Context: an optimization exercise on an open-source flow, tuned for small area, a short achievable clock period and few clock cycles per item. The choices shown serve that exercise and are no tape-out recipe. RTL that was checked went through simulation tests only; none was proved equivalent to the original. No functional check of the RTL was part of runs 1 to 3. Power is estimated from default activity; no workload was simulated.

[run.sh]
#!/bin/bash
# synth_recipe.tcl (not shown) runs the flow's synth.tcl, then flattens the netlist and writes it again
# the make line also repeats each setting of config.mk as NAME=value (left out here)
make -C /OpenROAD-flow-scripts/flow DESIGN_CONFIG=/design/flow/config.mk WORK_HOME=/design/flow/orfs CLKGATE_MAP_FILE= SYNTH_SCRIPT=/design/flow/synth_recipe.tcl finish
[config.mk]
export PLATFORM = sky130hd
export DESIGN_NAME = fp_coprocessor
export DESIGN_NICKNAME = fp_coprocessor
export VERILOG_FILES = /design/flow/design.v
export SDC_FILE = /design/flow/constraint.sdc
export NUM_CORES = 8
export LEC_CHECK = 0
export ABC_AREA = 1
export CAP_MARGIN = 20
export CORE_MARGIN = 2
export CORE_UTILIZATION = 35
export SLEW_MARGIN = 20
[constraint.sdc]
create_clock -name core_clock -period 12.0 [get_ports {clk}]
set_input_delay 2.4000 -clock core_clock [delete_from_list [all_inputs] [get_ports {clk}]]
set_output_delay 2.4000 -clock core_clock [all_outputs]
set_load 0.01 [all_outputs]
[design.v]
package fp_pkg;
  localparam int INSTR_W = 16;
  localparam int NUM_REGS = 16;
  typedef logic [3:0] reg_addr_t;
  typedef enum logic [3:0] {
    op_nop = 4'd0,
    op_add = 4'd1,
    op_sub = 4'd2,
    op_mul = 4'd3,
    op_neg = 4'd4,
    op_abs = 4'd5,
    op_mov = 4'd6
  } opcode_t;
  localparam logic [7:0] ADDR_INSTR    = 8'h00;   
  localparam logic [7:0] ADDR_STATUS   = 8'h04;   
  localparam logic [7:0] ADDR_REG_BASE = 8'h40;   
endpackage
`timescale 1ns/1ns
module fp_add_order
(
  input  logic [31:0] a,
  input  logic [31:0] b,
  input  logic        is_sub,
  input  logic        force_a,    
  input  logic        keep_sml,   
  output logic [22:0] fbig,       
  output logic [23:0] aligned,    
  output logic [7:0]  ebig,       
  output logic        bzero,      
  output logic        sign,       
  output logic        sub         
);
  logic        agb, age, sel_a, bs;
  logic [7:0]  ea, eb, diff;
  logic [22:0] fsml;
  logic        hsml;
  logic [23:0] sml;
  assign ea    = a[30:23];
  assign eb    = b[30:23];
  assign bs    = b[31] ^ is_sub;
  assign agb   = (a[30:0] >= b[30:0]);
  assign age   = (ea >= eb);
  assign sel_a = agb | force_a;
  assign fbig  = sel_a ? a[22:0] : b[22:0];
  assign fsml  = sel_a ? b[22:0] : a[22:0];
  assign ebig  = (age | force_a) ? ea : eb;
  assign bzero = age ? (ea == 8'd0) : (eb == 8'd0);
  assign hsml  = (age ? (eb != 8'd0) : (ea != 8'd0)) & keep_sml;
  assign diff  = age ? ea - eb : eb - ea;
  assign sml   = hsml ? {1'b1, fsml} : 24'd0;
  assign aligned = (diff >= 8'd24) ? 24'd0 : (sml >> diff[4:0]);
  assign sign  = sel_a ? a[31] : bs;
  assign sub   = a[31] ^ bs;
endmodule
module fp_add_sum
(
  input  logic [22:0] fbig,
  input  logic [23:0] aligned,
  input  logic        sub,
  output logic [24:0] sum,
  output logic [4:0]  lz        
);
  logic [24:0] addend;
  logic [31:0] v;
  logic [15:0] z1;              
  logic [15:0] p1;
  logic [7:0]  z2;              
  logic [15:0] p2;
  logic [3:0]  z3;              
  logic [11:0] p3;
  logic [1:0]  z4;              
  logic [7:0]  p4;
  assign addend = {1'b0, aligned} ^ {25{sub}};
  assign sum    = {2'b01, fbig} + addend + {24'd0, sub};
  assign v = {sum[23:0], 1'b1, 7'b0};
  always_comb begin
    for (int i = 0; i < 16; i++) begin
      z1[i] = ~v[2*i+1] & ~v[2*i];
      p1[i] = ~v[2*i+1];
    end
    for (int i = 0; i < 8; i++) begin
      z2[i]         = z1[2*i+1] & z1[2*i];
      p2[2*i +: 2]  = z1[2*i+1] ? {1'b1, p1[2*i]} : {1'b0, p1[2*i+1]};
    end
    for (int i = 0; i < 4; i++) begin
      z3[i]         = z2[2*i+1] & z2[2*i];
      p3[3*i +: 3]  = z2[2*i+1] ? {1'b1, p2[4*i +: 2]} : {1'b0, p2[4*i+2 +: 2]};
    end
    for (int i = 0; i < 2; i++) begin
      z4[i]         = z3[2*i+1] & z3[2*i];
      p4[4*i +: 4]  = z3[2*i+1] ? {1'b1, p3[6*i +: 3]} : {1'b0, p3[6*i+3 +: 3]};
    end
    lz = z4[1] ? {1'b1, p4[3:0]} : {1'b0, p4[7:4]};
  end
endmodule
module fp_add_pack
(
  input  logic [24:0] sum,
  input  logic [4:0]  lz,
  input  logic [7:0]  e,        
  input  logic        sign,
  input  logic        sub,
  input  logic        bzero,    
  input  logic        pass,     
  output logic [31:0] result
);
  logic [23:0] norm;
  logic [7:0]  xn;
  logic        zero, ovf, unf;
  always_comb begin
    if (sum[24]) begin
      norm = sum[24:1];
      xn   = e + 8'd1;
      ovf  = (e >= 8'd254);
      unf  = 1'b0;
    end else begin
      norm = sum[23:0] << lz;
      xn   = e - {3'b0, lz};
      ovf  = (e == 8'd255) && (lz == 5'd0);
      unf  = ({3'b0, lz} >= e);
    end
  end
  assign zero = bzero || (sum == 25'd0);
  always_comb begin
    if (pass) result = {sign, e, sum[22:0]};
    else if (zero) result = {sign & ~sub, 31'b0};   
    else if (ovf) result = {sign, 8'hff, 23'b0};
    else if (unf) result = {sign, 31'b0};
    else result = {sign, xn, norm[22:0]};
  end
endmodule
`timescale 1ns/1ns
module fp_booth_digits
(
  input  logic        ph,         
  input  logic [22:0] fb,         
  output logic [5:0]  one,
  output logic [5:0]  two,
  output logic [5:0]  neg
);
  logic [23:0] y;
  logic [12:0] yb;                
  assign y  = {1'b1, fb};
  assign yb = ph ? y[23:11] : {y[11:0], 1'b0};
  always_comb begin
    for (int i = 0; i < 6; i++) begin
      one[i] = yb[2*i+1] ^ yb[2*i];
      two[i] = (yb[2*i+2] & ~yb[2*i+1] & ~yb[2*i]) | (~yb[2*i+2] & yb[2*i+1] & yb[2*i]);
      neg[i] = yb[2*i+2];
    end
  end
endmodule
module fp_mul_tree
(
  input  logic        ph,         
  input  logic [22:0] fa,         
  input  logic [5:0]  one,        
  input  logic [5:0]  two,
  input  logic [5:0]  neg,
  input  logic [37:0] acc_s,      
  input  logic [37:0] acc_c,
  output logic [37:0] nacc_s,     
  output logic [37:0] nacc_c,
  output logic [35:0] row_s,      
  output logic [35:0] row_c
);
  logic [23:0] x;
  logic [39:0] pp [9];            
  logic        acc_k;             
  assign x  = {1'b1, fa};
  always_comb begin
    logic [24:0] mag, sel;
    for (int i = 0; i < 9; i++) pp[i] = '0;
    for (int i = 0; i < 6; i++) begin
      mag    = one[i] ? {1'b0, x} : (two[i] ? {x, 1'b0} : 25'd0);
      sel    = mag ^ {25{neg[i]}};
      if (i == 0) begin
        pp[0][27:0] = ph ? {1'b0, 1'b1, ~neg[0], sel} : {~neg[0], neg[0], neg[0], sel};
      end else begin
        pp[i][2*i +: 27] = {1'b1, ~neg[i], sel};
        pp[i][2*i-2]     = neg[i-1];
      end
    end
    pp[6][25:0] = ph ? acc_s[37:12] : 26'd0;
    pp[7][25:0] = ph ? acc_c[37:12] : 26'd0;
    pp[8][35:12] = ph ? x : 24'd0;
    pp[8][10]    = neg[5];
    pp[8][0]     = ph & acc_k;
  end
  function automatic logic [79:0] csa(input logic [39:0] a, input logic [39:0] b,
                                      input logic [39:0] c);
    logic [39:0] s, k;
    s = a ^ b ^ c;
    k = (a & b) | (a & c) | (b & c);
    csa = {k[38:0], 1'b0, s};
  endfunction
  logic [39:0] l1 [6];
  logic [39:0] l2 [4];
  logic [39:0] l3 [3];
  logic [39:0] l4 [2];
  assign {l1[1], l1[0]} = csa(pp[0], pp[1], pp[2]);
  assign {l1[3], l1[2]} = csa(pp[3], pp[4], pp[5]);
  assign {l1[5], l1[4]} = csa(pp[6], pp[7], pp[8]);
  assign {l2[1], l2[0]} = csa(l1[0], l1[1], l1[2]);
  assign {l2[3], l2[2]} = csa(l1[3], l1[4], l1[5]);
  assign {l3[1], l3[0]} = csa(l2[0], l2[1], l2[2]);
  assign l3[2] = l2[3];
  assign {l4[1], l4[0]} = csa(l3[0], l3[1], l3[2]);
  logic [12:0] low0;
  assign low0   = {1'b0, acc_s[11:0]} + {1'b0, acc_c[11:0]};
  assign acc_k  = low0[12];
  assign nacc_s = l4[0][37:0];
  assign nacc_c = l4[1][37:0];
  assign row_s = l4[0][35:0];
  assign row_c = l4[1][35:0];
endmodule
module fp_mul_pack
(
  input  logic [35:0] row_s,    
  input  logic [35:0] row_c,
  input  logic [7:0]  xe,       
  input  logic        zero0,    
  input  logic        zero1,    
  input  logic        inf0,     
  input  logic        inf1,     
  input  logic        sign,
  output logic [31:0] result
);
  logic [35:0] pw;
  logic [24:0] p;               
  logic [22:0] frac;
  logic [7:0]  xn;
  logic        z, f;
  assign pw   = row_s + row_c;
  assign p    = pw[35:11];
  assign frac = p[24] ? p[23:1] : p[22:0];
  assign xn   = p[24] ? xe + 8'd1 : xe;
  assign z    = p[24] ? zero1 : zero0;
  assign f    = p[24] ? inf1 : inf0;
  always_comb begin
    if (z) result = {sign, 31'b0};
    else if (f) result = {sign, 8'hff, 23'b0};
    else result = {sign, xn, frac};
  end
endmodule
`timescale 1ns/1ns
module fp_sign_unit
(
  input  logic [2:0] op,
  input  logic       s,
  output logic       new_sign
);
  always_comb begin
    case (op)
      3'd4:    new_sign = ~s;     
      3'd5:    new_sign = 1'b0;   
      default: new_sign = s;      
    endcase
  end
endmodule
`timescale 1ns/1ns
module reg_file
(
  input  logic        clk,
  input  logic        reset,
  input  logic        we,
  input  logic [3:0]  wa,
  input  logic [31:0] wd,
  input  logic [3:0]  ra1,
  input  logic [3:0]  ra2,
  output logic [31:0] rd1,
  output logic [31:0] rd2
);
  logic [31:0] regs [16];
  logic [31:0] wd_eff;
  assign wd_eff = reset ? 32'd0 : wd;
  always_ff @(posedge clk) begin
    for (int i = 0; i < 16; i++) begin
      if (reset || (we && (wa == i))) regs[i] <= wd_eff;
    end
  end
  assign rd1 = regs[ra1];
  assign rd2 = regs[ra2];
endmodule
`timescale 1ns/1ns
module fp_coprocessor
#(
  parameter int QD = 3
)
(
  input  logic        clk,
  input  logic        reset,
  input  logic [7:0]  paddr,
  input  logic        psel,
  input  logic        penable,
  input  logic        pwrite,
  input  logic [31:0] pwdata,
  output logic [31:0] prdata,
  output logic        pready,
  output logic        pslverr
);
  logic [14:0]   q [QD];
  logic [QD-1:0] qv;
  logic          mph;          
  logic [14:0]   ri;           
  logic          back_q;       
  logic        hw_q;           
  logic [3:0]  hidx_q;
  logic        iw_q;           
  logic        pslverr_q;
  logic [31:0] prdata_q;
  logic        reset_q;
  logic        x0_v, x0_ph;
  logic [2:0]  x0_op;
  logic [31:0] x0_a, x0_b;
  logic        x1_v, x1_ph, x1_mul, x1_pass, x1_sign, x1_sub, x1_bzero, x1_mz;
  logic [3:0]  x1_dest;
  logic [22:0] x1_fbig;
  logic [23:0] x1_aligned;
  logic [8:0]  x1_ex;
  logic [5:0]  x1_one, x1_two, x1_neg;
  logic [37:0] acc_s, acc_c;
  logic        x2_v, x2_mul, x2_pass, x2_sign, x2_sub, x2_bzero;
  logic        x2_z0, x2_z1, x2_i0, x2_i1;
  logic [3:0]  x2_dest;
  logic [24:0] x2_sum;
  logic [4:0]  x2_lz;
  logic [35:0] x2_rs, x2_rc;
  logic [7:0]  x2_e;
  logic        wb2_v;
  logic [3:0]  wb2_dest;
  logic [31:0] wb2_data;
  logic        setup, is_instr, is_status, is_reg, hrd_now, hwr_now;
  assign setup     = psel & ~penable;
  assign is_instr  = (paddr == fp_pkg::ADDR_INSTR);
  assign is_status = (paddr == fp_pkg::ADDR_STATUS);
  assign is_reg    = (paddr[7:6] == fp_pkg::ADDR_REG_BASE[7:6]) && (paddr[1:0] == 2'b00);
  assign hrd_now   = paddr[6];
  assign hwr_now   = setup & pwrite & ~paddr[7] & paddr[6];
  logic        rf_we;
  logic [3:0]  rf_wa;
  logic [31:0] rf_wd;
  logic [31:0] rda, rdb;
  reg_file reg_file_i (
    .clk(clk), .reset(reset_q),
    .we(rf_we), .wa(rf_wa), .wd(rf_wd),
    .ra1(q[0][7:4]), .ra2(hrd_now ? paddr[5:2] : q[0][3:0]),
    .rd1(rda), .rd2(rdb)
  );
  logic [2:0] op;
  logic [3:0] dest, src1, src2;
  logic       uses2, is_mul, hazard, block, issue, deq, kill;
  assign op   = q[0][14:12];
  assign dest = q[0][11:8];
  assign src1 = q[0][7:4];
  assign src2 = q[0][3:0];
  function automatic logic busy(input logic [3:0] r, input logic va, input logic [3:0] da,
                                input logic vb, input logic [3:0] db,
                                input logic vc, input logic [3:0] dc);
    busy = (va && (da == r)) || (vb && (db == r)) || (vc && (dc == r));
  endfunction
  assign uses2  = ~op[2];   
  assign is_mul = (op == 3'd3);
  assign hazard = busy(src1, x0_v, ri[11:8], x1_v, x1_dest, x2_v, x2_dest) ||
                  (uses2 && busy(src2, x0_v, ri[11:8], x1_v, x1_dest, x2_v, x2_dest));
  assign block  = hw_q | wb2_v | back_q;
  assign issue  = mph | (qv[0] & ~hazard & ~block);
  assign deq    = issue & ~(is_mul & ~mph);
  assign kill   = issue & ((hrd_now & uses2) | hwr_now);
  always_ff @(posedge clk) begin
    ri    <= q[0];
    x0_ph <= mph;
    x0_op <= op;
    x0_a  <= rda;
    x0_b  <= rdb;
  end
  logic        x_sub, x_mul, x_pass, psign, osign, osub, bzero;
  logic [22:0] fbig;
  logic [23:0] aligned;
  logic [7:0]  ea, eb, ebig;
  logic [5:0]  one, two, neg;
  assign x_sub  = (x0_op == 3'd2);
  assign x_mul  = (x0_op == 3'd3);
  assign x_pass = x0_op[2];
  assign ea     = x0_a[30:23];
  assign eb     = x0_b[30:23];
  fp_add_order fp_add_order_i (
    .a(x0_a), .b(x0_b), .is_sub(x_sub), .force_a(x_mul | x_pass), .keep_sml(~x_pass),
    .fbig(fbig), .aligned(aligned), .ebig(ebig), .bzero(bzero), .sign(osign), .sub(osub)
  );
  fp_sign_unit fp_sign_unit_i (.op(x0_op), .s(x0_a[31]), .new_sign(psign));
  fp_booth_digits fp_booth_digits_i (.ph(x0_ph), .fb(x0_b[22:0]), .one(one), .two(two), .neg(neg));
  always_ff @(posedge clk) begin
    x1_ph      <= x0_ph;
    x1_dest    <= ri[11:8];
    x1_mul     <= x_mul;
    x1_pass    <= x_pass;
    x1_fbig    <= fbig;
    x1_aligned <= aligned;
    x1_one     <= one;
    x1_two     <= two;
    x1_neg     <= neg;
    x1_bzero   <= bzero;
    x1_ex      <= x_mul ? {1'b0, ea} + {1'b0, eb} : {1'b0, ebig};
    x1_mz      <= (ea == 8'd0) | (eb == 8'd0);
    x1_sub     <= ~x_pass & osub;
    x1_sign    <= x_pass ? psign : (x_mul ? (x0_a[31] ^ x0_b[31]) : osign);
  end
  logic [24:0] sum;
  logic [4:0]  lz;
  logic [35:0] rs, rc;
  logic [37:0] nacc_s, nacc_c;
  fp_add_sum fp_add_sum_i (
    .fbig(x1_fbig), .aligned(x1_aligned), .sub(x1_sub), .sum(sum), .lz(lz)
  );
  fp_mul_tree fp_mul_tree_i (
    .ph(x1_ph), .fa(x1_fbig), .one(x1_one), .two(x1_two), .neg(x1_neg),
    .acc_s(acc_s), .acc_c(acc_c), .nacc_s(nacc_s), .nacc_c(nacc_c),
    .row_s(rs), .row_c(rc)
  );
  always_ff @(posedge clk) begin
    acc_s <= nacc_s;
    acc_c <= nacc_c;
  end
  always_ff @(posedge clk) begin
    x2_dest  <= x1_dest;
    x2_mul   <= x1_mul;
    x2_pass  <= x1_pass;
    x2_sign  <= x1_sign;
    x2_sub   <= x1_sub;
    x2_bzero <= x1_bzero;
    x2_sum   <= sum;
    x2_lz    <= lz;
    x2_rs    <= rs;
    x2_rc    <= rc;
    x2_e     <= x1_mul ? x1_ex[7:0] + 8'd129 : x1_ex[7:0];
    x2_z0    <= x1_mz | (x1_ex <= 9'd127);
    x2_z1    <= x1_mz | (x1_ex <= 9'd126);
    x2_i0    <= (x1_ex >= 9'd382);
    x2_i1    <= (x1_ex >= 9'd381);
  end
  logic [31:0] add_res, mul_res, res;
  fp_add_pack fp_add_pack_i (
    .sum(x2_sum), .lz(x2_lz), .e(x2_e), .sign(x2_sign), .sub(x2_sub), .bzero(x2_bzero),
    .pass(x2_pass), .result(add_res)
  );
  fp_mul_pack fp_mul_pack_i (
    .row_s(x2_rs), .row_c(x2_rc), .xe(x2_e),
    .zero0(x2_z0), .zero1(x2_z1), .inf0(x2_i0), .inf1(x2_i1),
    .sign(x2_sign), .result(mul_res)
  );
  assign res = x2_mul ? mul_res : add_res;
  assign rf_we = hw_q | wb2_v | x2_v;
  assign rf_wa = hw_q ? hidx_q : (wb2_v ? wb2_dest : x2_dest);
  assign rf_wd = (hw_q | wb2_v) ? (hw_q ? pwdata : wb2_data) : res;
  always_ff @(posedge clk) begin
    if (x2_v & (hw_q | wb2_v)) begin
      wb2_dest <= x2_dest;
      wb2_data <= res;
    end
  end
  logic [14:0]   qnew;
  logic [QD-1:0] sv, at;
  logic [14:0]   sq [QD];
  assign qnew = {pwdata[14:12], pwdata[11:0]};
  always_comb begin
    for (int i = 0; i < QD; i++) begin
      if (back_q) begin
        sv[i] = (i == 0) ? 1'b1 : qv[i-1];
        sq[i] = (i == 0) ? ri : q[i-1];
      end else if (deq) begin
        sv[i] = (i < QD-1) ? qv[i+1] : 1'b0;
        sq[i] = (i < QD-1) ? q[i+1] : q[i];
      end else begin
        sv[i] = qv[i];
        sq[i] = q[i];
      end
    end
    for (int i = 0; i < QD; i++) at[i] = iw_q & ~sv[i] & ((i == 0) ? 1'b1 : sv[i-1]);
  end
  always_ff @(posedge clk) begin
    for (int i = 0; i < QD; i++) q[i] <= at[i] ? qnew : sq[i];
  end
  always_ff @(posedge clk) begin
    if (reset) begin
      qv     <= '0;
      mph    <= 1'b0;
      back_q <= 1'b0;
      x0_v   <= 1'b0;
      x1_v   <= 1'b0;
      x2_v   <= 1'b0;
      wb2_v  <= 1'b0;
    end else begin
      qv     <= sv | at;
      mph    <= issue & is_mul & ~mph & ~kill;
      back_q <= kill & deq;
      x0_v   <= issue & ~kill;
      x1_v   <= x0_v;
      x2_v   <= x1_v & ~(x1_mul & ~x1_ph);
      wb2_v  <= (x2_v & (hw_q | wb2_v)) | (wb2_v & hw_q);
    end
  end
  logic        op_ok, room, err;
  logic [3:0]  op4;
  logic [31:0] status;
  assign op4   = pwdata[15:12];
  assign op_ok = (op4 <= 4'd6);
  assign room  = ~qv[QD-1] | deq;
  always_comb begin
    if (is_instr) err = ~pwrite | ~op_ok | ((op4 != 4'd0) & ~room);
    else if (is_reg) err = 1'b0;   
    else if (is_status) err = pwrite;
    else err = 1'b1;
  end
  assign status = {26'b0, qv[0], back_q, x0_v, x1_v, x2_v & wb2_v, 1'b0};
  always_ff @(posedge clk) begin
    if (reset) begin
      hw_q      <= 1'b0;
      iw_q      <= 1'b0;
      pslverr_q <= 1'b0;
    end else begin
      hw_q      <= setup & is_reg & pwrite;
      iw_q      <= setup & is_instr & pwrite & op_ok & (op4 != 4'd0) & room;
      pslverr_q <= setup & err;
    end
  end
  always_ff @(posedge clk) begin
    reset_q  <= reset;
    hidx_q   <= paddr[5:2];
    prdata_q <= paddr[6] ? (rdb & {32{~reset_q}}) : status;
  end
  assign pready  = 1'b1;
  assign pslverr = pslverr_q;
  assign prdata  = prdata_q;
endmodule
==> flow_summary.rst, run 1 <==
.. list-table::
   :header-rows: 1

   * - Metric
     - Value
   * - Count of distinct cell types in the synthesized netlist
     - between 70 and 80
   * - Synthesis-to-finish area growth
     - 12.3%
   * - Area share of the leading cell type in the synthesized netlist
     - 0.338
   * - Async set-reset flop share out of synthesis
     - 0
   * - DRC violation total after the first TritonRoute iteration
     - 6,283
   * - # H-tree levels
     - 3
   * - Portion of the clock cycle consumed by the worst path in the final layout
     - 0.499
   * - First-pass GRT wire length
     - slightly below 300 mm
   * - Antenna violations before repair
     - 14
   * - Number of hold buffers added after CTS
     - 0
   * - DP Worst Slack
     - 5440 ps
   * - GRT Resource Usage Total
     - 0.264
   * - Power density relative to cell area
     - 283 nW/µm²
   * - Total internal power
     - 9190 µW
   * - Routed vias
     - 45,450
   * - Register area share after synthesis
     - 0.466
   * - Syn_nets
     - 6,188
   * - Worst Setup Start Kind
     - primary input
   * - Largest cells by area after synthesis
     - edfxtp_1, dfxtp_1, nand2_1, fa_1, inv_1
   * - Worst Tran Pin Value
     - 1210 ps
   * - Clock slew at reported path FFs
     - roughly 70 ps
   * - NumNets Final
     - 6,197
   * - Clock latency reported for the late side of the worst-skew pair
     - 740 ps
   * - Switching share of power
     - 0.451
   * - Router iterations before antenna repair
     - 10
   * - Resized cells post-CTS
     - 0
   * - Run status
     - no timing/DRC/antenna violations
   * - Critical setup path kind
     - in2reg
   * - Hold/Removal Path Class
     - reg2reg
   * - Critical path required time
     - 12,580 ps
   * - Peak supply drop
     - between 200 and 300 µV
   * - Final setup violating endpoints
     - 0
   * - Die X-Extent
     - slightly below 400 µm
   * - Number of flip-flops and latches in the synthesized netlist
     - 929
   * - Crit path time final
     - approximately 6000 ps
   * - Initial Utilization
     - 0.352
   * - Sum of negative setup slack
     - 0 ps
   * - Top cell type by total area after synthesis
     - edfxtp_1
   * - Total routed wirelength
     - 207 mm
   * - Arrival time at the worst endpoint
     - 6580 ps
   * - Normalized max-slew margin
     - 0.189
   * - Share of post-route cells with drive strength above 1
     - 0.0655
   * - Die boundary height
     - 392 µm
   * - Maximum frequency from static timing analysis
     - 167 MHz
   * - Most used standard cells in the synthesized netlist
     - nand2_1, inv_1, edfxtp_1
   * - Most used DFF post-synth
     - edfxtp_1
   * - Total gr overflow
     - 0
   * - Cells after synthesis
     - between 5,000 and 6,000
   * - Post-route worst hold slack
     - 321 ps
   * - Number of buffers inserted by port buffering
     - 77
   * - Last weighted congestion value of the routability-driven placer
     - ~1
   * - Most repeated cell in the gate-level netlist after synthesis
     - nand2_1
   * - Part of the total power dissipated in sequential elements
     - 0.288
   * - Root buffer cell
     - clkbuf_16
   * - Row count
     - 142
   * - Post-CTS setup buffers
     - 0
   * - Antenna-violating nets left
     - 0
   * - Clock network fraction of design power
     - 0.184
   * - Placed Cells
     - between 7,000 and 8,000
   * - Final-report hold violation count
     - 0
   * - Clk sinks
     - 929
   * - Setup repair after global routing missed its margin
     - no
   * - Synthesis Warnings
     - 18
   * - Total die area
     - 154,000 µm²
   * - Number of buffers inserted during clock tree synthesis
     - 94
   * - Routed length per instance
     - between 20 and 30 µm
   * - Buffer levels on the longest clock path
     - 3
   * - Post-route setup slack
     - 6010 ps
   * - Synth Area per Inst
     - 9.05 µm²
   * - Logic gate share of total power
     - 0.528
   * - Number of global-route vias before repair
     - between 40,000 and 50,000
   * - Power spent charging and discharging nets
     - between 7000 and 8000 µW
   * - Detailed-placement wirelength estimate
     - 143 mm
   * - TritonCTS clock tree
     - done
   * - Maximum number of pins on one net before global-route repair
     - 78
   * - Max_cap viols
     - 0
   * - Worst-path fanout max
     - 15
   * - Pins Over Slew Limit
     - 0
   * - CORE AREA
     - around 150,000 µm²
   * - Endpoint kind of the worst setup timing path
     - register
   * - Remaining design rule violation count
     - 0
   * - Layout Cells excl Fill
     - 7,930
   * - Largest clock skew in the final design
     - 74.7 ps
   * - Vias per cell
     - 5.73
   * - Post-synth EDFFs
     - 593
   * - Netlist Area Pre-Place
     - about 53,000 µm²
   * - Count of pins on the block boundary
     - 79
   * - Final core area utilization
     - 0.395
   * - Static Leakage
     - 0.0243 µW
worst max-delay path, stage by stage:
cell	delay, ps
clkdlybuf4s50_1	760
o21ai_1	650
nor2_1	190
nand2_1	300
clkinv_1	780
buf_4	530
a2111oi_0	460
a22oi_1	280
nand2_1	120
o21ai_0	80
layer usage:
metal / vias up / track usage / wire [µm]
met5: - / 0 / 131
met4: 8 / 0.130 / 12300
met3: 687 / 0.0578 / 21300
met2: 2904 / 0.427 / 94300
met1: 21868 / 0.332 / 79100
li1: 19983 / - / -
cells in the final DEF (no fill, tap or decap), drive strengths merged, types with 38 or more instances in the layout:
| master | n |
|---|---|
| nor2 | 348 |
| xor2 | 210 |
| clkbuf | 126 |
| inv | 791 |
| ha | 150 |
| edfxtp | 593 |
| o211ai | 56 |
| fa | 172 |
| nand3 | 227 |
| a221oi | 86 |
| nand4 | 70 |
| buf | 115 |
| clkdlybuf4s50 | 77 |
| o21ai | 401 |
| o22ai | 263 |
| a21oi | 223 |
| nor3 | 52 |
| nand2 | 1201 |
| a2111oi | 38 |
| dfxtp | 336 |
| a22oi | 38 |
worst paths after layout:
check / end / slack [ps] / cells after the start / startpoint
max: prdata_q[3] / 6010 / 10 / paddr[6]
min: x2_sign / 320 / 0 / x1_sign
max reg2reg: reg_file_i.regs[6][5] / 6900 / 21 / x2_lz[2]
min reg2reg: x2_sign / 320 / 0 / x1_sign
metrics by stage:
step	cell area (µm²)	power, µW
2_1_floorplan	52700	10100
3_3_place_gp	55800	13600
3_5_place_dp	55900	13700
4_1_cts	59100	16800
5_1_grt	59100	17800
6_report	59100	16700
final cells by class:
class | instances | area, µm²
inverters | 794 | 2980
clock inverters | 50 | 614
well taps | 2016 | 2520
clock buffers | 126 | 2590
fillers | 14970 | 90500
repair buffers | 192 | 1670
multi-input cells | 3819 | 24200
diodes | 4 | 10.0
flip-flops and latches | 929 | 24500
state kept, by name, indices dropped and copies added, names as in the netlist, 3 cells and up:
register / flops
x2_sum: 25
x1_fbig: 23
x1_neg: 6
qv: 3
hidx_q: 4
x2_lz: 5
wb2_dest: 4
ri: 13
x1_two: 6
x1_dest: 4
x0_b: 32
wb2_data: 32
x2_e: 8
reg_file_i.regs: 512
q: 45
x2_dest: 4
x2_rs: 33
prdata_q: 32
x1_ex: 9
x0_a: 32
acc_c: 36
x1_one: 6
x1_aligned: 24
logic make-up after synthesis:
family / count (synthesis) / share of synthesized area
and+or+nand+nor: 1950 / 0.155
AOI/OAI and AO/OA: 1288 / 0.154
buffers and inverters: 1073 / 0.0797
DFF: 929 / 0.466
adders and majority gates: 322 / 0.101
xor gates and xnor gates: 245 / 0.0411
muxes: 13 / 0.00271
other: 1 / 0.0000712
power by group through the flow:
stage	Sequential (µW)	Combinational, µW	Clock, µW
finish	4830	8830	3070
global route	4850	9730	3220
CTS	4800	8880	3100
detailed placement	4870	8800	0
global placement	4870	8730	0
floorplan	4590	5510	0
==> inputs of run 2 (changes only) <==
--- a/config.mk
+++ b/config.mk
@@ -7,6 +7,5 @@
 export LEC_CHECK = 0
-export ABC_AREA = 1
-export CAP_MARGIN = 20
+export CAP_MARGIN = 60
 export CORE_MARGIN = 2
 export CORE_UTILIZATION = 35
-export SLEW_MARGIN = 20
+export SLEW_MARGIN = 60
==> run 2 against run 1 <==
Still clean. Clock-buffer cell count is 3 lower. Via count is 12% lower. Flip-flop and latch count stayed put. First-iteration DRC count is 8.6% lower. Wire length is 8.9% lower. Synthesized area is 2.9% lower. Die area is 2.9% lower. Fmax is 25% higher. Register-to-register slack better by 300 ps. Cell area is 0.73% lower. Critical path depth is 4 higher. Largest cell class is now multi-input combinational cells.
==> flow_summary.rst, run 2 <==
.. list-table::
   :header-rows: 1

   * - Metric
     - Value
   * - Top cell type by total area after synthesis
     - edfxtp_1
   * - Startpoint of the worst-slack reg-to-reg timing path
     - x0_b[24]
   * - Routed length per instance
     - between 20 and 30 µm
   * - Maximum number of pins on one net before global-route repair
     - 61
   * - Register-to-register setup slack
     - approximately 7200 ps
   * - Synthesis Warnings
     - 18
   * - Async set-reset flop share out of synthesis
     - 0
   * - Number of flip-flops and latches in the synthesized netlist
     - between 900 and 1,000
   * - Final setup violating endpoints
     - 0
   * - Max FFs per register
     - 512
   * - Portion of netlist area occupied by mux cells
     - 0.0527
   * - Endpoint of the worst register-to-register path
     - x1_aligned[4]
   * - Post-CTS setup buffers
     - 0
   * - Die boundary height
     - between 300 and 400 µm
   * - Leading registers by flop count
     - reg_file_i.regs: 512 flops, q: 45 flops, acc_c: 36 flops
   * - Arrival time at the worst endpoint
     - 5320 ps
   * - Total internal power
     - 8340 µW
   * - Count of cells along the worst register-to-register path
     - 14
   * - Maximum frequency from static timing analysis
     - about 210 MHz
   * - Total die area
     - 149,000 µm²
   * - Row count
     - 140
   * - Portion of the clock cycle consumed by the worst path in the final layout
     - 0.400
   * - Total routed wirelength
     - 189 mm
   * - Critical setup path kind
     - reg2reg
   * - GRT Resource Usage Total
     - 0.247
   * - Number of buffers inserted by port buffering
     - slightly below 80
   * - DR WL met2
     - slightly above 80 mm
   * - Post-route worst hold slack
     - 330 ps
   * - Antenna violations before repair
     - 7
   * - Clk sinks
     - 929
   * - Last weighted congestion value of the routability-driven placer
     - just under 1
   * - Setup repair after global routing missed its margin
     - no
   * - Run status
     - no timing/DRC/antenna violations
   * - Part of the total power dissipated in sequential elements
     - 0.347
   * - Clock latency reported for the late side of the worst-skew pair
     - around 730 ps
   * - Number of hold buffers added after CTS
     - 0
   * - Endpoint kind of the worst setup timing path
     - register
   * - Critical path required time
     - 12,520 ps
   * - Worst Setup Start Kind
     - register
   * - Total gr overflow
     - 0
   * - Most frequent standard cell in the layout excluding fill and tap cells
     - edfxtp_1
   * - Syn_nets
     - 4,913
   * - Area share of the leading cell type in the synthesized netlist
     - 0.348
   * - Most repeated cell in the gate-level netlist after synthesis
     - edfxtp_1
   * - Largest clock skew in the final design
     - 91.6 ps
   * - Uppermost routed layer
     - met5
   * - Count of distinct cell types in the synthesized netlist
     - ~100
   * - Remaining design rule violation count
     - 0
   * - Number of buffers inserted during clock tree synthesis
     - 98
   * - Xor/xnor share of the synthesized area
     - 0.0450
   * - # H-tree levels
     - 3
   * - Sum of negative setup slack
     - 0 ps
   * - NumNets Final
     - around 4,900
   * - Max_cap viols
     - 0
   * - Post-route setup slack
     - between 7000 and 8000 ps
   * - Clock slew at reported path FFs
     - 60 ps
   * - Synthesis-to-finish area growth
     - 14.8%
   * - Routed vias
     - roughly 40,000
   * - Cell count of the worst hold path
     - 0
   * - Hold/Removal Path Class
     - reg2reg
   * - Peak supply drop
     - 121 µV
   * - Switching share of power
     - 0.390
   * - First-pass GRT wire length
     - 270 mm
   * - Cells after synthesis
     - 4,546
   * - Fraction of the mapped netlist area in compound gates
     - 0.184
   * - Die X-Extent
     - approximately 390 µm
   * - Share of post-route cells with drive strength above 1
     - 0.139
   * - Netlist Area Pre-Place
     - 51,200 µm²
   * - Synth Area in Adders
     - 0.104
   * - Metal1 wirelength
     - 72.1 mm
   * - Most used standard cells in the synthesized netlist
     - edfxtp_1, a22oi_1, dfxtp_1
   * - Static Leakage
     - 0.0214 µW
   * - Worst Tran Pin Value
     - around 670 ps
   * - Post-synthesis share of cell area spent on and, or, nand and nor gates
     - 0.0925
   * - Routed wire length on met3
     - 23.1 mm
   * - Clock network fraction of design power
     - 0.236
   * - Initial Utilization
     - 0.352
   * - Worst Min Path Start
     - x1_sign
   * - Number of global-route vias before repair
     - 38,946
   * - Root buffer cell
     - clkbuf_16
   * - Most used DFF post-synth
     - edfxtp_1
   * - CORE AREA
     - 145,000 µm²
   * - Crit path time final
     - 4800 ps
   * - Buffer levels on the longest clock path
     - 3
   * - Logic gate share of total power
     - 0.417
   * - Most frequent cells in the layout
     - edfxtp_1, a22oi_1, dfxtp_1
   * - Final-report hold violation count
     - 0
   * - Router iterations before antenna repair
     - 7
   * - Top reg by flops
     - reg_file_i.regs
   * - Vias per cell
     - slightly above 6
   * - DRC violation total after the first TritonRoute iteration
     - 5,745
   * - Filler cells
     - 13,738
   * - Register area share after synthesis
     - 0.480
   * - Normalized max-slew margin
     - 0.553
   * - Detailed-placement wirelength estimate
     - around 120 mm
   * - Power density relative to cell area
     - around 230 nW/µm²
   * - Count of pins on the block boundary
     - 79
   * - Synth Area per Inst
     - 11.3 µm²
   * - Main combinational cell family by area after synthesis
     - compound AO/OA/AOI/OAI gates
   * - TritonCTS clock tree
     - done
   * - DP Worst Slack
     - about 6800 ps
   * - Pins Over Slew Limit
     - 0
   * - Antenna-violating nets left
     - 0
   * - Worst-path fanout max
     - 19
   * - Power spent charging and discharging nets
     - approximately 5300 µW
   * - Post-synth EDFFs
     - approximately 590
   * - Largest cells by area after synthesis
     - edfxtp_1, dfxtp_1, a22oi_1, fa_1, ha_1
   * - Resized cells post-CTS
     - 0
   * - Hold Crit Endpoint
     - x2_sign
==> run 2: cell types whose count changed after synthesis, moves of 125 or more <==
cell / before / now
o21ai_0: 374 / 135
inv_1: 763 / 239
xnor2_1: 35 / 160
nor2_1: 333 / 198
a22oi_1: 38 / 488
o22ai_1: 263 / 34
nand3_1: 224 / 92
mux2_2: 0 / 129
nand2_1: 1185 / 219
==> run 2: stage by stage <==
step / power, µW / instances / utilization / cell area (µm²)
CTS: 13600 / 6549 / 0.403 / 58600
global placement: 10200 / 6338 / 0.373 / 54200
finish: 13700 / 6555 / 0.404 / 58700
detailed placement: 10400 / 6365 / 0.379 / 55100
floorplan: 8370 / 4546 / - / 51200
global route: 14500 / 6552 / 0.404 / 58700
==> run 2: how the worst max path moves through the flow <==
stage               startpoint                endpoint  slack (ps)
global route          x0_b[24]           x1_aligned[4]        7010
CTS                   x2_rs[4]  reg_file_i.regs[3][11]        7200
global placement      paddr[6]             prdata_q[4]        5890
floorplan             paddr[6]             prdata_q[5]        7520
detailed placement    paddr[5]            prdata_q[20]        6820
finish                x0_b[24]           x1_aligned[4]        7200
==> run 2: logic make-up (layout without fill, tap and decap cells) <==
| logic type | count (synthesis) | count (layout) |
|---|---|---|
| multiplexers | 221 | 221 |
| flip-flops | 929 | 929 |
| XOR/XNOR | 263 | 263 |
| other | 1 | 4 |
| AO/OA/AOI/OAI | 1321 | 1321 |
| AND/OR/NAND/NOR | 939 | 939 |
| buffers and inverters | 550 | 639 |
| adder cells (fa/ha/maj) | 322 | 322 |
==> run 2: power groups by stage <==
| stage | clock network (µW) | logic [µW] | registers, µW |
|---|---|---|---|
| 3_5_place_dp | 0 | 5630 | 4770 |
| 5_1_grt | 3380 | 6400 | 4780 |
| 4_1_cts | 3250 | 5660 | 4710 |
| 3_3_place_gp | 0 | 5450 | 4780 |
| 6_report | 3220 | 5700 | 4740 |
| 2_1_floorplan | 0 | 3930 | 4440 |
==> run 2: worst max-delay path, cell delays in order, from the launching register on <==
cell and delay [ps]:
dfxtp_1 610, inv_1 220, fa_1 470, a21o_1 220, a211oi_2 390, o21ai_4 140
buf_4 240, mux2_4 270, and2b_2 400, o211a_1 220, a31oi_1 60, a311oi_1 500
o21ai_1 230, or3_1 360, a21oi_1 280
==> run 2: layer usage <==
layer | vias to the layer above | global-route usage
met5 | - | 0
met4 | 4 | 0.117
met3 | 681 | 0.0698
met2 | 2777 | 0.379
met1 | 19559 | 0.321
li1 | 17094 | -
==> run 2: area by class of cell <==
class	count	area, µm²	share of cell area
diodes	3	7.51	0.000128
clock buffers	123	2660	0.0453
clock inverters	61	795	0.0135
inverters	244	918	0.0156
multi-input cells	3067	25200	0.430
flip-flops and latches	929	24600	0.419
well taps	1917	2400	0.0409
repair buffers	211	2130	0.0364
==> inputs of run 3 (changes only) <==
==> flow/run.sh (new file) <==
#!/bin/bash
# Own layout flow: the standard ORFS flow, with the port buffers made
# from buf_4 cells instead of the resizer's default choice, and the
# post-placement timing repair asked to keep a setup margin.
# Each step's full output stays in orfs/logs/; make's own output goes to
# flow_make.log in the work folder.
set -euo pipefail
bash standard.sh \
  BUFFER_PORTS_ARGS="-buffer_cell sky130_fd_sc_hd__buf_4" \
  SETUP_SLACK_MARGIN=7 \
  finish > flow_make.log 2>&1
==> standard.sh (new file) <==
#!/bin/bash
# synth_recipe.tcl (not shown) runs the flow's synth.tcl, then flattens the netlist and writes it again
# the make line also repeats each setting of config.mk as NAME=value (left out here)
make -C /OpenROAD-flow-scripts/flow DESIGN_CONFIG=/design/flow/config.mk WORK_HOME=/design/flow/orfs CLKGATE_MAP_FILE= SYNTH_SCRIPT=/design/flow/synth_recipe.tcl "${@:-finish}"
--- a/config.mk
+++ b/config.mk
@@ -7,5 +7,6 @@
 export LEC_CHECK = 0
-export CAP_MARGIN = 60
+export ABC_AREA = 1
+export CAP_MARGIN = 20
 export CORE_MARGIN = 2
 export CORE_UTILIZATION = 35
-export SLEW_MARGIN = 60
+export SLEW_MARGIN = 20
removed: run.sh
==> run 3 against run 2 <==
Still clean on timing, DRC and antenna. Non-clock buffer count decreased by 20. Final cell count increased by 21%. Synthesized area increased by 3.0%. Via count increased by 12%. Worst hold slack got worse by 15 ps. Clock skew decreased by 14 ps. Flip-flop and latch count unchanged. Setup slack got worse by 79 ps. Register-to-register slack about the same. Clock power increased by 2%. Total power increased by 23%. Critical path type is now in2reg.
==> flow_summary.rst, run 3 <==
.. list-table::
   :header-rows: 1

   * - Metric
     - Value
   * - Routed length per instance
     - 25.8 µm
   * - Routed vias
     - 45,027
   * - Clock slew at reported path FFs
     - 70 ps
   * - Most used DFF post-synth
     - edfxtp_1
   * - Pins Over Slew Limit
     - 0
   * - Most repeated cell in the gate-level netlist after synthesis
     - nand2_1
   * - GRT Resource Usage Total
     - 0.261
   * - Count of pins on the block boundary
     - between 70 and 80
   * - Leading registers by flop count
     - reg_file_i.regs: 512 flops, q: 45 flops, acc_c: 36 flops
   * - Syn_nets
     - between 6,000 and 7,000
   * - Number of hold buffers added after CTS
     - 0
   * - Top reg by flops
     - reg_file_i.regs
   * - Remaining design rule violation count
     - 0
   * - Share of post-route cells with drive strength above 1
     - 0.0819
   * - Number of global-route vias before repair
     - 42,831
   * - Worst Tran Pin Value
     - 1180 ps
   * - Synthesis Warnings
     - 18
   * - Detailed-placement wirelength estimate
     - 139 mm
   * - Crit path time final
     - 4880 ps
   * - Cells after synthesis
     - 5,821
   * - Number of flip-flops and latches in the synthesized netlist
     - 929
   * - Netlist Area Pre-Place
     - approximately 53,000 µm²
   * - Sum of negative setup slack
     - 0 ps
   * - Number of buffers inserted by port buffering
     - 77
   * - Resized cells post-CTS
     - 0
   * - Final-report hold violation count
     - 0
   * - Fraction of the mapped netlist area in compound gates
     - 0.154
   * - Filler cells
     - 14,924
   * - Critical setup path kind
     - in2reg
   * - Total internal power
     - 9340 µW
   * - Normalized max-slew margin
     - 0.208
   * - Clock network fraction of design power
     - 0.195
   * - Setup repair after global routing missed its margin
     - no
   * - Switching share of power
     - 0.445
   * - Part of the total power dissipated in sequential elements
     - 0.285
   * - Peak supply drop
     - 306 µV
   * - Critical path required time
     - 12,590 ps
   * - Layout Cells excl Fill
     - a little under 8,000
   * - Hold/Removal Path Class
     - reg2reg
   * - Xor/xnor share of the synthesized area
     - 0.0411
   * - Worst Setup Start Kind
     - primary input
   * - Row count
     - 142
   * - Max_cap viols
     - 0
   * - Router iterations before antenna repair
     - 7
   * - Static Leakage
     - 0.0246 µW
   * - Post-synthesis share of cell area spent on and, or, nand and nor gates
     - 0.155
   * - Synthesis-to-finish area growth
     - 12.6%
   * - Last weighted congestion value of the routability-driven placer
     - roughly 0.96
   * - Run status
     - no timing/DRC/antenna violations
   * - Placed Cells
     - 7,747
   * - CORE AREA
     - approximately 150,000 µm²
   * - Antenna violations before repair
     - 8
   * - Clk sinks
     - 929
   * - Final setup violating endpoints
     - 0
   * - Max FFs per register
     - 512
   * - Most frequent standard cell in the layout excluding fill and tap cells
     - nand2_1
   * - Post-synth EDFFs
     - around 600
   * - Vias per cell
     - 5.67
   * - Maximum number of pins on one net before global-route repair
     - 78
   * - Logic gate share of total power
     - 0.520
   * - Async set-reset flop share out of synthesis
     - 0
   * - Endpoint kind of the worst setup timing path
     - register
   * - Largest cells by area after synthesis
     - edfxtp_1, dfxtp_1, nand2_1, fa_1, inv_1
   * - Main combinational cell family by area after synthesis
     - simple AND/OR/NAND/NOR gates
   * - Root buffer cell
     - clkbuf_16
   * - Portion of the clock cycle consumed by the worst path in the final layout
     - 0.406
   * - Maximum frequency from static timing analysis
     - 205 MHz
   * - Arrival time at the worst endpoint
     - 5470 ps
   * - # H-tree levels
     - 3
   * - NumNets Final
     - 6,200
   * - Portion of netlist area occupied by mux cells
     - 0.00271
   * - Die boundary height
     - 392 µm
   * - Total gr overflow
     - 0
   * - Most frequent cells in the layout
     - nand2_1, inv_1, edfxtp_1
   * - TritonCTS clock tree
     - done
   * - Register area share after synthesis
     - 0.466
   * - Combined area of the multi-input logic cells
     - 24,200 µm²
   * - Power spent charging and discharging nets
     - 7500 µW
   * - Power density relative to cell area
     - 284 nW/µm²
   * - Total die area
     - 154,000 µm²
   * - Cell Area, Placed
     - 55,700 µm²
   * - Worst-path fanout max
     - 15
   * - Largest clock skew in the final design
     - 77.2 ps
   * - First-pass GRT wire length
     - 293 mm
   * - Synth Area in Adders
     - 0.101
   * - Die X-Extent
     - 392 µm
   * - Area occupied by registers
     - approximately 25,000 µm²
   * - DRC violation total after the first TritonRoute iteration
     - 5,958
   * - Post-CTS setup buffers
     - 0
   * - Antenna-violating nets left
     - 0
   * - Total routed wirelength
     - around 200 mm
   * - Most used standard cells in the synthesized netlist
     - nand2_1, inv_1, edfxtp_1
   * - Post-route cell area
     - 59,300 µm²
   * - Top cell type by total area after synthesis
     - edfxtp_1
   * - Synth Area per Inst
     - 9.05 µm²
   * - Buffer levels on the longest clock path
     - 3
   * - Number of buffers inserted during clock tree synthesis
     - a little under 100
   * - Initial Utilization
     - 0.352
   * - Clock latency reported for the late side of the worst-skew pair
     - ~760 ps
   * - Area share of the leading cell type in the synthesized netlist
     - 0.338
   * - Count of distinct cell types in the synthesized netlist
     - 77
-- run 3: cell count changes after synthesis, moves of 53 or more --
| cell | previous run | this run |
|---|---|---|
| a22oi_1 | 488 | 38 |
| and2_1 | 107 | 2 |
| clkbuf_1 | 251 | 175 |
| inv_1 | 239 | 763 |
| mux2_2 | 129 | 0 |
| mux2i_1 | 65 | 12 |
| nand2_1 | 219 | 1185 |
| nand3_1 | 92 | 224 |
| nor2_1 | 198 | 333 |
| o21ai_0 | 135 | 374 |
| o22a_1 | 65 | 0 |
| o22ai_1 | 34 | 263 |
| xnor2_1 | 160 | 35 |
| xor2_1 | 103 | 209 |
-- run 3: final timing paths --
kind,to,from,slack (ps),cells after the start
worst max-delay path,prdata_q[15],paddr[6],7120,10
worst min-delay path,x2_pass,x1_pass,310,0
worst max register to register,x2_rs[23],x1_one[5],7200,9
worst min register to register,x2_pass,x1_pass,310,0
-- run 3: cells by family after synthesis --
kind of cell	Yosys count
flops	929
compound gates	1288
xor+xnor	245
fa+ha+maj	322
other cells	1
simple gates	1950
mux	13
buf+inv	1073
-- run 3: power groups by stage --
stage | clock network (µW) | registers [µW] | logic (µW)
6_report | 3290 | 4800 | 8750
5_1_grt | 3440 | 4840 | 9670
4_1_cts | 3320 | 4780 | 8790
3_5_place_dp | 0 | 4850 | 8740
3_3_place_gp | 0 | 4850 | 8660
2_1_floorplan | 0 | 4590 | 5510
-- run 3: per-layer routing --
layer	track usage	part of all wire	vias up
met5	0	0.000054	-
met4	0.140	0.063	2
met3	0.0538	0.097	684
met2	0.422	0.46	2680
met1	0.327	0.38	21689
li1	-	-	19972
-- run 3: layout make-up --
class / count / share of cell area
diodes: 3 / 0.000127
clock buffers: 123 / 0.0457
clock inverters: 63 / 0.0135
inverters: 794 / 0.0503
multi-input cells: 3819 / 0.409
flip-flops and latches: 929 / 0.414
well taps: 2016 / 0.0425
repair buffers: 191 / 0.0251
-- run 3: through the flow --
| step | total power, µW | utilization | hold WS, ps | setup slack (ps) |
|---|---|---|---|---|
| 2_1_floorplan | 10100 | - | 310 | 7980 |
| 3_5_place_dp | 13600 | 0.372 | 313 | 6270 |
| 5_1_grt | 17900 | 0.396 | 334 | 7000 |
| 4_1_cts | 16900 | 0.396 | 316 | 7040 |
| 6_report | 16800 | 0.396 | 314 | 7120 |
| 3_3_place_gp | 13500 | 0.372 | 312 | 6370 |
-- run 3: worst max-delay path, stage by stage --
cell and delay [ps]:
buf_4 170, o21ai_1 420, nor2_1 200, nand2_2 460
inv_1 550, buf_4 400, a2111oi_0 440, a41oi_1 240
nand2_1 120, nor2_1 60
==> inputs of run 4 (changes only) <==
--- a/design.v
+++ b/design.v
@@ -161,6 +161,4 @@
   input  logic [37:0] acc_c,
-  output logic [37:0] nacc_s,     
-  output logic [37:0] nacc_c,
-  output logic [35:0] row_s,      
-  output logic [35:0] row_c
+  output logic [37:0] row_s,      
+  output logic [37:0] row_c       
 );
@@ -211,6 +209,4 @@
   assign acc_k  = low0[12];
-  assign nacc_s = l4[0][37:0];
-  assign nacc_c = l4[1][37:0];
-  assign row_s = l4[0][35:0];
-  assign row_c = l4[1][35:0];
+  assign row_s = l4[0][37:0];
+  assign row_c = l4[1][37:0];
 endmodule
@@ -321,3 +317,2 @@
   logic [5:0]  x1_one, x1_two, x1_neg;
-  logic [37:0] acc_s, acc_c;
   logic        x2_v, x2_mul, x2_pass, x2_sign, x2_sub, x2_bzero;
@@ -327,3 +322,3 @@
   logic [4:0]  x2_lz;
-  logic [35:0] x2_rs, x2_rc;
+  logic [37:0] x2_rs, x2_rc;   
   logic [7:0]  x2_e;
@@ -410,4 +405,3 @@
   logic [4:0]  lz;
-  logic [35:0] rs, rc;
-  logic [37:0] nacc_s, nacc_c;
+  logic [37:0] rs, rc;
   fp_add_sum fp_add_sum_i (
@@ -417,10 +411,5 @@
     .ph(x1_ph), .fa(x1_fbig), .one(x1_one), .two(x1_two), .neg(x1_neg),
-    .acc_s(acc_s), .acc_c(acc_c), .nacc_s(nacc_s), .nacc_c(nacc_c),
-    .row_s(rs), .row_c(rc)
+    .acc_s(x2_rs), .acc_c(x2_rc), .row_s(rs), .row_c(rc)
   );
   always_ff @(posedge clk) begin
-    acc_s <= nacc_s;
-    acc_c <= nacc_c;
-  end
-  always_ff @(posedge clk) begin
     x2_dest  <= x1_dest;
@@ -447,3 +436,3 @@
   fp_mul_pack fp_mul_pack_i (
-    .row_s(x2_rs), .row_c(x2_rc), .xe(x2_e),
+    .row_s(x2_rs[35:0]), .row_c(x2_rc[35:0]), .xe(x2_e),
     .zero0(x2_z0), .zero1(x2_z1), .inf0(x2_i0), .inf1(x2_i1),
--- a/flow/run.sh
+++ b/flow/run.sh
@@ -9,3 +9,3 @@
   BUFFER_PORTS_ARGS="-buffer_cell sky130_fd_sc_hd__buf_4" \
-  SETUP_SLACK_MARGIN=7 \
+  SETUP_SLACK_MARGIN=9 \
   finish > flow_make.log 2>&1
--- a/config.mk
+++ b/config.mk
@@ -7,6 +7,5 @@
 export LEC_CHECK = 0
-export ABC_AREA = 1
-export CAP_MARGIN = 20
+export CAP_MARGIN = 60
 export CORE_MARGIN = 2
 export CORE_UTILIZATION = 35
-export SLEW_MARGIN = 20
+export SLEW_MARGIN = 60
==> run 4 against run 3 <==
Critical endpoint is now reg_file_i.regs[15][6]. Flip-flop and latch count did not move. Clock power is 6.4% lower. Non-clock buffer count rose by 580. Combinational power is 21% higher. First-iteration DRC count rose by 27%. Synthesized cell count fell by 20%. Sequential share of layout area fell by 7.0 points. Die area is 1.6% lower.
==> flow_summary.rst, run 4 <==
.. list-table::
   :header-rows: 1

   * - Metric
     - Value
   * - Peak supply drop
     - between 200 and 300 µV
   * - Clk sinks
     - about 930
   * - Number of hold buffers added after CTS
     - 0
   * - Detailed-placement wirelength estimate
     - 125 mm
   * - Critical path required time
     - 12,470 ps
   * - Cell Area, Placed
     - between 50,000 and 60,000 µm²
   * - GRT Resource Usage Total
     - 0.302
   * - Synthesis Warnings
     - 18
   * - Startpoint of the worst-slack reg-to-reg timing path
     - x2_rs[4]
   * - Portion of the clock cycle consumed by the worst path in the final layout
     - 0.310
   * - Total routed wirelength
     - 240 mm
   * - Register area share after synthesis
     - 0.473
   * - Total die area
     - 151,000 µm²
   * - Antenna violations before repair
     - 13
   * - Logic gate share of total power
     - 0.568
   * - Setup repair after global routing missed its margin
     - yes
   * - Clock network fraction of design power
     - 0.166
   * - Worst-path fanout max
     - 8
   * - CORE AREA
     - approximately 150,000 µm²
   * - Crit path largest cell delay
     - 390 ps
   * - Syn_nets
     - 5,046
   * - Post-route cell area
     - slightly above 70,000 µm²
   * - Synth Area per Inst
     - 11.1 µm²
   * - CP delay by family, top
     - compound AO/OA/AOI/OAI gates
   * - Post-synth EDFFs
     - 593
   * - Netlist Area Pre-Place
     - a little over 50,000 µm²
   * - Die X-Extent
     - 389 µm
   * - Worst Min Path Start
     - x1_pass
   * - DRC violation total after the first TritonRoute iteration
     - 7,589
   * - Cell with the most instances on the worst path
     - buf_6
   * - Part of the total power dissipated in sequential elements
     - 0.266
   * - Most repeated cell in the gate-level netlist after synthesis
     - edfxtp_1
   * - Critical setup path kind
     - reg2reg
   * - Endpoint kind of the worst setup timing path
     - register
   * - Root buffer cell
     - clkbuf_16
   * - Routed length per instance
     - 33.0 µm
   * - Most used DFF post-synth
     - edfxtp_1
   * - Top reg by flops
     - reg_file_i.regs
   * - Switching share of power
     - 0.425
   * - Number of global-route vias before repair
     - roughly 45,000
   * - Power density relative to cell area
     - 257 nW/µm²
   * - Sum of negative setup slack
     - 0 ps
   * - Pins Over Slew Limit
     - 0
   * - Synthesis-to-finish area growth
     - 39.3%
   * - Largest cells by area after synthesis
     - edfxtp_1, dfxtp_1, a22oi_1, fa_1, ha_1
   * - Critical path's slowest cell
     - o311a_4
   * - Hold/Removal Path Class
     - reg2reg
   * - Cells after synthesis
     - 4,679
   * - Worst Tran Pin Value
     - about 660 ps
   * - NumNets Final
     - 5,616
   * - Leading registers by flop count
     - reg_file_i.regs: 512 flops, q: 45 flops, x2_rc: 36 flops
   * - Clock latency reported for the late side of the worst-skew pair
     - 750 ps
   * - Area occupied by registers
     - ~25,000 µm²
   * - CP startpoint
     - x2_rs[4]
   * - Async set-reset flop share out of synthesis
     - 0
   * - Filler cells
     - 12,364
   * - Largest clock skew in the final design
     - 71.7 ps
   * - Number of flip-flops and latches in the synthesized netlist
     - 929
   * - Antenna-violating nets left
     - 0
   * - Last weighted congestion value of the routability-driven placer
     - between 0.9 and 1
   * - Maximum frequency from static timing analysis
     - 269 MHz
   * - Most used standard cells in the synthesized netlist
     - edfxtp_1, a22oi_1, dfxtp_1
   * - Clock slew at reported path FFs
     - 60 ps
   * - Run status
     - no timing/DRC/antenna violations
   * - Power spent charging and discharging nets
     - approximately 8000 µW
   * - Final-report hold violation count
     - 0
   * - # H-tree levels
     - 3
   * - Count of distinct cell types in the synthesized netlist
     - 102
   * - Total gr overflow
     - 0
   * - Worst Setup Start Kind
     - register
   * - Routed vias
     - between 40,000 and 50,000
   * - Max_cap viols
     - 0
   * - Area share of the leading cell type in the synthesized netlist
     - 0.344
   * - Total internal power
     - 10,700 µW
   * - TritonCTS clock tree
     - done
   * - Critical path cell sequence
     - ha_4 > nand4_1 > a31oi_4 > o31ai_4 > buf_6 > a21oi_4 > o31ai_4 > o311a_4 > nor2_4 > buf_6 > buf_6 > buf_6 > mux2i_4 > o221ai_4 > buf_12 > a32o_2
   * - Max FFs per register
     - 512
   * - Vias per cell
     - approximately 6.5
   * - Number of buffers inserted during clock tree synthesis
     - 95
   * - First-pass GRT wire length
     - around 330 mm
   * - Initial Utilization
     - 0.352
   * - Router iterations before antenna repair
     - 10
   * - Arrival time at the worst endpoint
     - about 4200 ps
   * - Row count
     - 141
   * - Most frequent standard cell in the layout excluding fill and tap cells
     - edfxtp_1
   * - Number of buffers inserted by port buffering
     - 77
   * - Static Leakage
     - 0.0265 µW
   * - Die boundary height
     - 389 µm
   * - Share of post-route cells with drive strength above 1
     - 0.379
   * - Remaining design rule violation count
     - 0
   * - Final setup violating endpoints
     - 0
   * - Crit path time final
     - 3720 ps
   * - Maximum number of pins on one net before global-route repair
     - 47
   * - Buf+Inv Stages, Crit Path
     - 5
   * - Most frequent cells in the layout
     - edfxtp_1, a22oi_1, buf_4
   * - Buffer levels on the longest clock path
     - 3
   * - Count of pins on the block boundary
     - 79
   * - Combined area of the multi-input logic cells
     - between 30,000 and 40,000 µm²
   * - Top cell type by total area after synthesis
     - edfxtp_1
   * - Normalized max-slew margin
     - 0.555
-- run 4: cell count changes after synthesis, sizes merged, moves of 135 or more --
| cell | before | now |
|---|---|---|
| xnor2 | 35 | 170 |
| nor2 | 348 | 157 |
| o21ai | 401 | 163 |
| inv | 787 | 246 |
| a22oi | 38 | 480 |
| o22ai | 263 | 41 |
| nand2 | 1201 | 262 |
-- run 4: cell type report --
cell class	count	area share
clock inverters	55	0.00826
flip-flops and latches	929	0.344
clock buffers	125	0.0369
diodes	12	0.000416
well taps	1930	0.0334
inverters	248	0.0135
repair buffers	771	0.132
multi-input cells	3204	0.432
-- run 4: power groups by stage --
| stage | sequential [µW] | combinational (µW) | clock, µW |
|---|---|---|---|
| floorplan | 4530 | 4800 | 0 |
| global placement | 4890 | 7260 | 0 |
| detailed placement | 4890 | 7380 | 0 |
| CTS | 4870 | 9470 | 3090 |
| global route | 4960 | 11100 | 3210 |
| finish | 4940 | 10600 | 3080 |
-- run 4: metal layers --
| metal | part of all wire | vias to the layer above | track usage | wire length (µm) |
|---|---|---|---|---|
| met4 | 0.098 | 10 | 0.233 | 23600 |
| li1 | - | 18982 | - | - |
| met1 | 0.34 | 22924 | 0.348 | 80700 |
| met5 | 0.00028 | - | 0 | 67 |
| met2 | 0.43 | 3930 | 0.458 | 103000 |
| met3 | 0.14 | 1250 | 0.108 | 32700 |
-- run 4: timing repair --
| action | 4_1_cts | 5_1_grt |
|---|---|---|
| pin swaps | 359 | 283 |
| buffers inserted | 335 | 153 |
| cloned | 78 | 9 |
| setup endpoints to repair | 877 | 858 |
| gates resized for setup | 919 | 394 |
-- run 4: final timing paths --
path / end / slack (ps) / cells after the start
hold / removal: x2_pass / 320 / 0
setup reg to reg: reg_file_i.regs[15][6] / 8280 / 16
setup / recovery: reg_file_i.regs[15][6] / 8280 / 16
hold reg to reg: x2_pass / 320 / 0
-- run 4: stage by stage --
| stage | hold WS, ps | setup slack, ps | std cells | util | power (µW) |
|---|---|---|---|---|---|
| 6_report | 319 | 8280 | 7274 | 0.490 | 18600 |
| 5_1_grt | 324 | 8200 | 7264 | 0.490 | 19300 |
| 4_1_cts | 321 | 8310 | 7083 | 0.466 | 17400 |
| 3_5_place_dp | 312 | 7190 | 6490 | 0.384 | 12300 |
| 3_3_place_gp | 314 | 7160 | 6452 | 0.379 | 12200 |
| 2_1_floorplan | 310 | 7900 | 4679 | - | 9330 |
-- run 4: cell families (layout without fill, tap and decap cells) --
family / Yosys count / count (layout) / share of synthesized area
compound gates: 1373 / 1393 / 0.191
simple gates: 988 / 992 / 0.0968
flops: 929 / 929 / 0.473
buf+inv: 570 / 1199 / 0.0423
fa+ha+maj: 322 / 322 / 0.103
xor+xnor: 272 / 272 / 0.0460
mux: 224 / 224 / 0.0482
other cells: 1 / 13 / 0.0000724
Testbench counts of run 4, summed over its fixed seeds: cycles 8,092, items 2,304.
==> inputs of run 5 (changes only) <==
--- a/flow/run.sh
+++ b/flow/run.sh
@@ -9,3 +9,3 @@
   BUFFER_PORTS_ARGS="-buffer_cell sky130_fd_sc_hd__buf_4" \
-  SETUP_SLACK_MARGIN=9 \
+  SETUP_SLACK_MARGIN=8 \
   finish > flow_make.log 2>&1
==> run 5 against run 4 <==
Still clean. Flip-flop and latch count unchanged. Wire length down 15%. Core utilization down 8.1 points. First-iteration DRC count down 15%. Setup slack worse by 310 ps. Critical endpoint is now prdata_q[19]. Highest routed layer unchanged.
==> flow_summary.rst, run 5 <==
.. list-table::
   :header-rows: 1

   * - Metric
     - Value
   * - Run status
     - no timing/DRC/antenna violations
   * - Vias per cell
     - ~6.3
   * - Peak supply drop
     - 260 µV
   * - First-pass GRT wire length
     - 288 mm
   * - Clock latency reported for the late side of the worst-skew pair
     - 750 ps
   * - Number of buffers inserted by port buffering
     - 77
   * - Synthesis-to-finish area growth
     - 16.4%
   * - Largest cells by area after synthesis
     - edfxtp_1, dfxtp_1, a22oi_1, fa_1, ha_1
   * - GRT Resource Usage Total
     - 0.259
   * - Worst-path fanout max
     - 21
   * - Crit path largest cell delay
     - approximately 450 ps
   * - Final setup violating endpoints
     - 0
   * - Routed length per instance
     - 30.4 µm
   * - Detailed-placement wirelength estimate
     - 130 mm
   * - Most frequent standard cell in the layout excluding fill and tap cells
     - edfxtp_1
   * - Initial Utilization
     - 0.352
   * - Final-report hold violation count
     - 0
   * - Leading registers by flop count
     - reg_file_i.regs: 512 flops, q: 45 flops, x2_rc: 36 flops
   * - Maximum number of pins on one net before global-route repair
     - 77
   * - Total routed wirelength
     - 205 mm
   * - Clock slew at reported path FFs
     - ~60 ps
   * - # H-tree levels
     - 3
   * - Register-to-register setup slack
     - 8020 ps
   * - Largest clock skew in the final design
     - 79.8 ps
   * - Arrival time at the worst endpoint
     - 4710 ps
   * - Share of post-route cells with drive strength above 1
     - 0.165
   * - NumNets Final
     - 5,072
   * - Clk sinks
     - 929
   * - Die boundary height
     - 389 µm
   * - Critical path required time
     - 12,680 ps
   * - Critical path's slowest cell
     - nor2_4
   * - Antenna-violating nets left
     - 0
   * - Number of flip-flops and latches in the synthesized netlist
     - 929
   * - Post-synth EDFFs
     - 593
   * - DRC violation total after the first TritonRoute iteration
     - 6,465
   * - Root buffer cell
     - clkbuf_16
   * - Cell count of the worst hold path
     - 0
   * - CORE AREA
     - 147,000 µm²
   * - Die X-Extent
     - a little under 400 µm
   * - Buffer levels on the longest clock path
     - 3
   * - Netlist Area Pre-Place
     - around 52,000 µm²
   * - Pins Over Slew Limit
     - 0
   * - Hold Crit Endpoint
     - x2_bzero
   * - Static Leakage
     - approximately 0.022 µW
   * - Antenna violations before repair
     - 8
   * - Power after layout
     - between 15,000 and 20,000 µW
   * - Number of hold buffers added after CTS
     - 0
   * - Top cell type by total area after synthesis
     - edfxtp_1
   * - Hold/Removal Path Class
     - reg2reg
   * - Normalized max-slew margin
     - 0.136
   * - Async set-reset flop share out of synthesis
     - 0
   * - Maximum frequency from static timing analysis
     - 248 MHz
   * - Synthesis Warnings
     - 18
   * - Count of pins on the block boundary
     - 79
   * - Remaining design rule violation count
     - 0
   * - Cell Area, Placed
     - 55,600 µm²
   * - Layout Cells excl Fill
     - between 6,000 and 7,000
   * - Total die area
     - approximately 150,000 µm²
   * - Most frequent cells in the layout
     - edfxtp_1, a22oi_1, dfxtp_1
   * - Portion of the clock cycle consumed by the worst path in the final layout
     - 0.336
   * - Worst Min Path Start
     - x1_bzero
   * - Power density relative to cell area
     - 265 nW/µm²
   * - Count of distinct cell types in the synthesized netlist
     - 102
   * - Most used standard cells in the synthesized netlist
     - edfxtp_1, a22oi_1, dfxtp_1
   * - Number of buffers inserted during clock tree synthesis
     - 96
   * - Routed vias
     - between 40,000 and 50,000
   * - Most repeated cell in the gate-level netlist after synthesis
     - edfxtp_1
   * - Endpoint kind of the worst setup timing path
     - register
   * - Top reg by flops
     - reg_file_i.regs
   * - Worst Tran Pin Value
     - 1290 ps
   * - Count of cells along the worst register-to-register path
     - 11
   * - Final core area utilization
     - 0.409
   * - Cells after synthesis
     - about 4,700
   * - Router iterations before antenna repair
     - 8
   * - Row count
     - 141
   * - Sum of negative setup slack
     - 0 ps
   * - Worst Setup Start Kind
     - primary input
   * - Crit path time final
     - approximately 4000 ps
   * - Placed Cells
     - 6,488
   * - Register area share after synthesis
     - 0.473
   * - Number of global-route vias before repair
     - 41,439
   * - Syn_nets
     - 5,046
   * - Total gr overflow
     - 0
   * - Max FFs per register
     - 512
   * - Post-route cell area
     - 60,300 µm²
   * - Max_cap viols
     - 0
   * - Critical setup path kind
     - in2reg
   * - Critical path cell sequence
     - buf_4 > nor2_1 > a21oi_4 > nor2_4 > buf_6 > a22o_1 > a221oi_1 > nand3_1 > o22a_1 > and2_1
   * - Most used DFF post-synth
     - edfxtp_1
   * - Last weighted congestion value of the routability-driven placer
     - 0.987
   * - TritonCTS clock tree
     - done
   * - Setup repair after global routing missed its margin
     - yes
   * - Startpoint of the worst-slack reg-to-reg timing path
     - x2_rs[27]
   * - Endpoint of the worst register-to-register path
     - reg_file_i.regs[12][22]
   * - Area share of the leading cell type in the synthesized netlist
     - 0.344
   * - Synth Area per Inst
     - roughly 11 µm²
==> run 5: cell types whose count changed in the layout (fill, tap and decap cells not counted), sizes merged, moves of 2 or more <==
cell / delta
a221o: -4
a32o: -8
buf: -507
bufbuf: -8
clkbuf: -5
clkinv: -3
clkinvlp: -2
diode: -7
nand2: -2
nand2b: -2
o211a: -3
==> run 5: worst max path at each step <==
stage / startpoint / endpoint / slack [ps] / cells past startpoint
6_report: paddr[4] / prdata_q[19] / 7970 / 10
4_1_cts: x0_a[23] / x1_aligned[0] / 7940 / 14
2_1_floorplan: paddr[6] / prdata_q[29] / 7900 / 10
5_1_grt: x0_a[23] / x1_aligned[1] / 7970 / 13
3_5_place_dp: paddr[6] / prdata_q[22] / 7010 / 10
3_3_place_gp: x2_lz[2] / reg_file_i.regs[1][9] / 6400 / 12
==> run 5: report_power, final <==
part,switching [µW],internal (µW)
Combinational,4960,3080
Clock,1360,1750
Sequential,631,4210
Total,6950,9050
==> run 5: metrics by stage <==
step / worst slack [ps] / hold slack, ps
floorplan: 7900 / 310
global placement: 6400 / 313
finish: 7970 / 335
CTS: 7940 / 335
global route: 7970 / 341
detailed placement: 7010 / 315
==> run 5: kinds of logic after synthesis <==
logic type,Yosys count,synth area share
adders and majority gates,322,0.103
xor gates and xnor gates,272,0.0460
AOI/OAI and AO/OA,1373,0.191
DFF,929,0.473
buffers and inverters,570,0.0423
muxes,224,0.0482
and+or+nand+nor,988,0.0968
other,1,0.0000724
==> run 5: critical path: cells and delay by family <==
family / cells / cell delay [ps]
and+or+nand+nor: 4 / 1040
AOI/OAI and AO/OA: 4 / 680
buffers and inverters: 2 / 540
==> run 5: timing repair <==
action	CTS	global route
pin swaps	14	29
setup endpoints to repair	524	572
gates cloned	3	4
buffers inserted	12	24
resized for setup	74	90
==> run 5: area by class of cell <==
type                            instances  area [µm²]
Inverter                              248         940
Antenna cell                            5        12.5
Clock inverter                         51         597
Clock buffer                          129        2700
Multi-Input combinational cell       3182       26600
Timing Repair Buffer                  248        2470
Sequential cell                       929       24600
Tap cell                             1930        2410
Fill cell                           13828       87000
==> run 5: routing by layer <==
layer / track usage / part of all wire
met2: 0.416 / 0.45
met5: 0 / 0.00030
met3: 0.0704 / 0.12
met4: 0.121 / 0.061
met1: 0.323 / 0.36

static timing again, ports no longer ideal:
Ports are ideal in the flow. The routed layouts listed here were re-timed in OpenROAD.
Step 1 sets driving cells, clkbuf_16 on the clock port and buf_2 on the other inputs (assumed; they add their load-dependent delay and slew).
Step 2 also shifts input and output timing later by t, the mid clock arrival at the registers, as if the neighbouring blocks saw the same clock.
a / b / c = ideal ports / drivers / drivers and shift; a / b = the first two.
run | shift t [ns] | slack for setup (ns)
run 1 | 0.778 | 6.009 / 6.060 / 5.282
run 2 | 0.766 | 7.203 / 7.203 / 6.792
run 3 | 0.793 | 7.124 / 7.177 / 6.384
run 4 | 0.793 | 8.277 / 8.210 / 7.450
run 5 | 0.784 | 7.969 / 7.903 / 7.237
After both steps every run listed still meets setup and hold.
